Context: an optimization exercise on an open-source flow, tuned for small area, a short achievable clock period and few clock cycles. The choices shown serve that exercise and are no tape-out recipe.
In this exercise RTL edits were held to simulation tests only and were not proved equivalent to the original.
No activity file was given, so power comes from the tool's default toggle rates.

==> onyx <==
==> flow/design.v (excerpt) <==
module line_edit_buffer (
    input  logic               i_clk,
    input  logic               i_rst_n,
    input  logic               i_cmd_valid,
    output logic               o_cmd_ready,
    input  logic [3:0]         i_cmd_kind,
    input  logic [7:0]         i_cmd_char_in,
    output logic               o_res_valid,
    input  logic               i_res_ready,
    output logic               o_res_accepted,
    output logic [6:0]         o_res_cursor_col,
    output logic [6:0]         o_res_line_length,
    output logic [15:0]        o_res_line_number,
    output logic               o_res_char_valid,
    output logic [7:0]         o_res_char_out,
    output logic               o_res_last
);
    localparam int CAP = lineb_pkg::LINE_CAP;
    localparam int NK = 9;
    logic          r_a_v, b_v, r_rdy, n_a_v, n_b_v;
    logic [NK-1:0] r_a_k, a_k_in;
    logic [3:0]    r_b_kind, a_kind_in;
    logic [7:0]    r_a_ch, r_b_ch;
    logic          take_in;
    logic          fire;        
    assign b_v         = !r_rdy;
    assign o_cmd_ready = r_rdy;
    assign take_in     = i_cmd_valid && r_rdy;
    always_comb begin
        n_a_v = r_a_v;
        n_b_v = b_v;
        if (!r_a_v || fire) begin
            n_a_v = b_v || take_in;
            n_b_v = 1'b0;
        end else if (take_in) begin
            n_b_v = 1'b1;
        end
    end
    assign a_kind_in = b_v ? r_b_kind : i_cmd_kind;
    for (genvar k = 0; k < NK; k++) begin : g_kdec
        assign a_k_in[k] = (a_kind_in == 4'(k));
    end
    always_ff @(posedge i_clk) begin
        if (!i_rst_n) begin
            r_a_v <= 1'b0;
            r_rdy <= 1'b1;
        end else begin
            r_a_v <= n_a_v;
            r_rdy <= !n_b_v;
        end
  ...
export LEC_CHECK = 0
export CAP_MARGIN = 20
export CORE_MARGIN = 2
export CORE_UTILIZATION = 40
export SETUP_SLACK_MARGIN = 2.65
export SLEW_MARGIN = 20
export SYNTH_HIERARCHICAL = 1
create_clock -name core_clock -period 5.0 [get_ports {i_clk}]
standard.sh (not shown) runs the stock make flow with config.mk's settings and CLKGATE_MAP_FILE= SYNTH_SCRIPT=/design/flow/synth_recipe.tcl, a recipe that flattens the netlist after the stock synthesis.
==> flow/flow/run.sh <==
#!/bin/bash
# The standard layout (standard.sh), with one change: the input and output ports are
# buffered with buf_2 cells. The default pick, clkdlybuf4s50_1, is a slow delay cell, and
# the platform's footprint-matched resizing cannot swap it for a faster buffer later.
# The whole make output goes to run_standard.log here; ORFS keeps each step's log under orfs/logs.
set -euo pipefail
export BUFFER_PORTS_ARGS="-buffer_cell sky130_fd_sc_hd__buf_2"
bash standard.sh > run_standard.log 2>&1
==> inputs of yarrow, as changes to onyx <==
--- a/flow/design.v
+++ b/flow/design.v
@@ -254,59 +254,74 @@
     assign n_p_le = ({7{col_up1}} & le_up1)
                   | ({7{col_dn1}} & le_dn1)
                   | ({7{ok_tab}}  & le_up5)
                   | ({7{k_home || k_enter}})
                   | ({7{k_end}}   & len_le)
                   | ({7{!(col_up1 || col_dn1 || ok_tab || k_home || k_enter || k_end)}} & r_p_le);
+    logic r_rst;
+    always_ff @(posedge i_clk) begin
+        r_rst <= !i_rst_n;
+    end
     always_ff @(posedge i_clk) begin
         if (!i_rst_n) begin
-            r_col    <= 7'd2;
-            r_len    <= 7'd0;
-            r_home   <= 1'b1;
-            r_end    <= 1'b1;
-            r_p_lt   <= '1;
-            r_p_le   <= '1;
-            r_lines  <= 16'd0;
-            r_dcnt   <= 7'd0;
-            r_drain  <= 1'b0;
-            r_rv      <= 1'b0;
+            r_drain <= 1'b0;
+            r_rv    <= 1'b0;
+        end else begin
+            if (fire && k_enter) begin
+                r_drain <= (r_len > 7'd1);
+            end else if (dfire) begin
+                r_drain <= (r_dcnt != 7'd1);
+            end
+            if (fire || dfire) begin
+                r_rv <= 1'b1;
+            end else if (i_res_ready) begin
+                r_rv <= 1'b0;
+            end
+        end
+    end
+    always_ff @(posedge i_clk) begin
+        if (fire && k_enter) begin
+            r_dcnt <= len_m1;
+        end else if (dfire) begin
+            r_dcnt <= r_dcnt - 7'd1;
+        end
+    end
+    always_ff @(posedge i_clk) begin
+        if (r_rst) begin
+            r_col     <= 7'd2;
+            r_len     <= 7'd0;
+            r_home    <= 1'b1;
+            r_end     <= 1'b1;
+            r_p_lt    <= '1;
+            r_p_le    <= '1;
+            r_lines   <= 16'd0;
             r_nop_ins <= 1'b1;
             r_nop_tab <= 1'b1;
             r_nop_rm  <= 1'b1;
             r_nop_shl <= 1'b1;
             r_nop_any <= 1'b1;
-            r_c0_r1  <= 1'b0;
-            r_c0_bus <= 1'b0;
+            r_c0_r1   <= 1'b0;
+            r_c0_bus  <= 1'b0;
         end else begin
             r_nop_ins <= !(fire && ok_ins);
             r_nop_tab <= !(fire && ok_tab);
             r_nop_rm  <= !(fire && is_rm);
             r_nop_shl <= !(dfire || (fire && enter_chars));
             r_nop_any <= !(fire && (ok_ins || ok_tab || is_rm));
-            r_c0_r1  <= dfire || (fire && (enter_chars || (is_rm && n_home)));
-            r_c0_bus <= fire && (ok_ins || ok_tab) && r_home;
+            r_c0_r1   <= dfire || (fire && (enter_chars || (is_rm && n_home)));
+            r_c0_bus  <= fire && (ok_ins || ok_tab) && r_home;
             if (fire) begin
                 r_col  <= n_col;
                 r_len  <= n_len;
                 r_home <= n_home;
                 r_end  <= n_end;
                 r_p_lt <= n_p_lt;
                 r_p_le <= n_p_le;
                 if (k_enter) begin
                     r_lines <= r_lines + 16'd1;
-                    r_dcnt  <= len_m1;
-                    r_drain <= (r_len > 7'd1);
                 end
-            end else if (dfire) begin
-                r_dcnt  <= r_dcnt - 7'd1;
-                r_drain <= (r_dcnt != 7'd1);
-            end
-            if (fire || dfire) begin
-                r_rv <= 1'b1;
-            end else if (i_res_ready) begin
-                r_rv <= 1'b0;
             end
         end
     end
     always_ff @(posedge i_clk) begin
         if (fire) begin
             r_acc  <= acc;
==> flow/flow/run.sh (replaced) <==
#!/bin/bash
# The standard layout (standard.sh), with two changes:
# - the input and output ports are buffered with buf_2 cells. The default pick,
#   clkdlybuf4s50_1, is a slow delay cell, and the platform's footprint-matched resizing
#   cannot swap it for a faster buffer later.
# - clock tree synthesis clusters up to 20 sinks within 80 um per leaf buffer and adds no
#   dummy loads: about half the clock buffers of the default, with the same insertion delay
#   and flip-flop clock slews near 90 ps.
# The whole make output goes to run_standard.log here; ORFS keeps each step's log under orfs/logs.
set -euo pipefail
export BUFFER_PORTS_ARGS="-buffer_cell sky130_fd_sc_hd__buf_2"
export CTS_ARGS="-sink_clustering_enable -repair_clock_nets -sink_clustering_size 20 -sink_clustering_max_diameter 80 -dont_use_dummy_load"
bash standard.sh > run_standard.log 2>&1
CORE_UTILIZATION = 35   (was 40)
SETUP_SLACK_MARGIN = 2.8   (was 2.65)
==> inputs of fjord, as changes to onyx <==
--- a/flow/design.v
+++ b/flow/design.v
@@ -254,59 +254,74 @@
     assign n_p_le = ({7{col_up1}} & le_up1)
                   | ({7{col_dn1}} & le_dn1)
                   | ({7{ok_tab}}  & le_up5)
                   | ({7{k_home || k_enter}})
                   | ({7{k_end}}   & len_le)
                   | ({7{!(col_up1 || col_dn1 || ok_tab || k_home || k_enter || k_end)}} & r_p_le);
+    logic r_rst;
+    always_ff @(posedge i_clk) begin
+        r_rst <= !i_rst_n;
+    end
     always_ff @(posedge i_clk) begin
         if (!i_rst_n) begin
-            r_col    <= 7'd2;
-            r_len    <= 7'd0;
-            r_home   <= 1'b1;
-            r_end    <= 1'b1;
-            r_p_lt   <= '1;
-            r_p_le   <= '1;
-            r_lines  <= 16'd0;
-            r_dcnt   <= 7'd0;
-            r_drain  <= 1'b0;
-            r_rv      <= 1'b0;
+            r_drain <= 1'b0;
+            r_rv    <= 1'b0;
+        end else begin
+            if (fire && k_enter) begin
+                r_drain <= (r_len > 7'd1);
+            end else if (dfire) begin
+                r_drain <= (r_dcnt != 7'd1);
+            end
+            if (fire || dfire) begin
+                r_rv <= 1'b1;
+            end else if (i_res_ready) begin
+                r_rv <= 1'b0;
+            end
+        end
+    end
+    always_ff @(posedge i_clk) begin
+        if (fire && k_enter) begin
+            r_dcnt <= len_m1;
+        end else if (dfire) begin
+            r_dcnt <= r_dcnt - 7'd1;
+        end
+    end
+    always_ff @(posedge i_clk) begin
+        if (r_rst) begin
+            r_col     <= 7'd2;
+            r_len     <= 7'd0;
+            r_home    <= 1'b1;
+            r_end     <= 1'b1;
+            r_p_lt    <= '1;
+            r_p_le    <= '1;
+            r_lines   <= 16'd0;
             r_nop_ins <= 1'b1;
             r_nop_tab <= 1'b1;
             r_nop_rm  <= 1'b1;
             r_nop_shl <= 1'b1;
             r_nop_any <= 1'b1;
-            r_c0_r1  <= 1'b0;
-            r_c0_bus <= 1'b0;
+            r_c0_r1   <= 1'b0;
+            r_c0_bus  <= 1'b0;
         end else begin
             r_nop_ins <= !(fire && ok_ins);
             r_nop_tab <= !(fire && ok_tab);
             r_nop_rm  <= !(fire && is_rm);
             r_nop_shl <= !(dfire || (fire && enter_chars));
             r_nop_any <= !(fire && (ok_ins || ok_tab || is_rm));
-            r_c0_r1  <= dfire || (fire && (enter_chars || (is_rm && n_home)));
-            r_c0_bus <= fire && (ok_ins || ok_tab) && r_home;
+            r_c0_r1   <= dfire || (fire && (enter_chars || (is_rm && n_home)));
+            r_c0_bus  <= fire && (ok_ins || ok_tab) && r_home;
             if (fire) begin
                 r_col  <= n_col;
                 r_len  <= n_len;
                 r_home <= n_home;
                 r_end  <= n_end;
                 r_p_lt <= n_p_lt;
                 r_p_le <= n_p_le;
                 if (k_enter) begin
                     r_lines <= r_lines + 16'd1;
-                    r_dcnt  <= len_m1;
-                    r_drain <= (r_len > 7'd1);
                 end
-            end else if (dfire) begin
-                r_dcnt  <= r_dcnt - 7'd1;
-                r_drain <= (r_dcnt != 7'd1);
-            end
-            if (fire || dfire) begin
-                r_rv <= 1'b1;
-            end else if (i_res_ready) begin
-                r_rv <= 1'b0;
             end
         end
     end
     always_ff @(posedge i_clk) begin
         if (fire) begin
             r_acc  <= acc;
CORE_UTILIZATION = 35   (was 40)
SETUP_SLACK_MARGIN = 2.75   (was 2.65)
==> qor summary <==
Outcome: yarrow finished clean; onyx finished clean; fjord finished clean
Clk. pwr: yarrow 3200 uW; onyx 5570 uW; fjord 5220 uW
Met2 Usage GRT: yarrow 41.4%; onyx 47.7%; fjord 40.9%
HPWL after detailed placement: yarrow 84.4 mm; onyx 83.9 mm; fjord 84.1 mm
Min setup slack post-route: yarrow 2810 ps; onyx 2690 ps; fjord 2770 ps
Die Height: yarrow 297 um; onyx 279 um; fjord 297 um
Post-CTS Setup Repair Bufs: yarrow 22; onyx 6; fjord 25
Sequential area share after synthesis: yarrow 43.1%; onyx 42.7%; fjord 43.1%
Endpoint of the worst setup timing path: yarrow g_cell[60].u_cell.r_data[7]; onyx g_cell[63].u_cell.r_data[2]; fjord o_res_line_length[2]
Final design utilization: yarrow 39.9%; onyx 46.9%; fjord 41.4%
Post-route cell area: yarrow 34000 um2; onyx 35000 um2; fjord 35200 um2
Row Count: yarrow 107; onyx 100; fjord 107
Number of global-route vias before repair: yarrow 29172; onyx 29719; fjord 29630
Met2 Wirelength: yarrow 55.1 mm; onyx 55.0 mm; fjord 54.9 mm
Count of unique library cells instantiated by Yosys: yarrow 76; onyx 71; fjord 76
Testbench counts of onyx, summed over its fixed seeds: cycles 21,059.
Testbench counts of yarrow, summed over its fixed seeds: cycles 21,059.
Testbench counts of fjord, summed over its fixed seeds: cycles 21,059.

## what the ideal ports hide
Ports are ideal in the flow. The routed layouts listed here were re-timed in OpenROAD.
Step 1 assumes that a clkbuf_16 drives the clock port and a buf_2 every other input.
Step 2 adds t to the input delays and takes it off the output delays; t is the mean of the earliest and latest rising clock arrival at the registers after step 1. Input paths then give back, and output paths get back, about the clock's delay inside the block.
Three values: no drivers, after step 1, after step 2; two values: the first two.
run | t, ns | slack for setup (ns) | worst data-port slew with drivers (ns) | cell pins on the clock port's net
onyx | 0.688 | 2.689 / 2.621 / 2.221 | 0.06 | 1
yarrow | 0.662 | 2.806 / 2.756 / 2.261 | 0.05 | 1
fjord | 0.694 | 2.769 / 2.696 / 2.212 | 0.03 | 1
After both steps setup and hold are still met in every run listed. For fjord, which loses most, drivers alone change the setup slack by -0.073 ns; drivers and shift together by -0.557 ns.
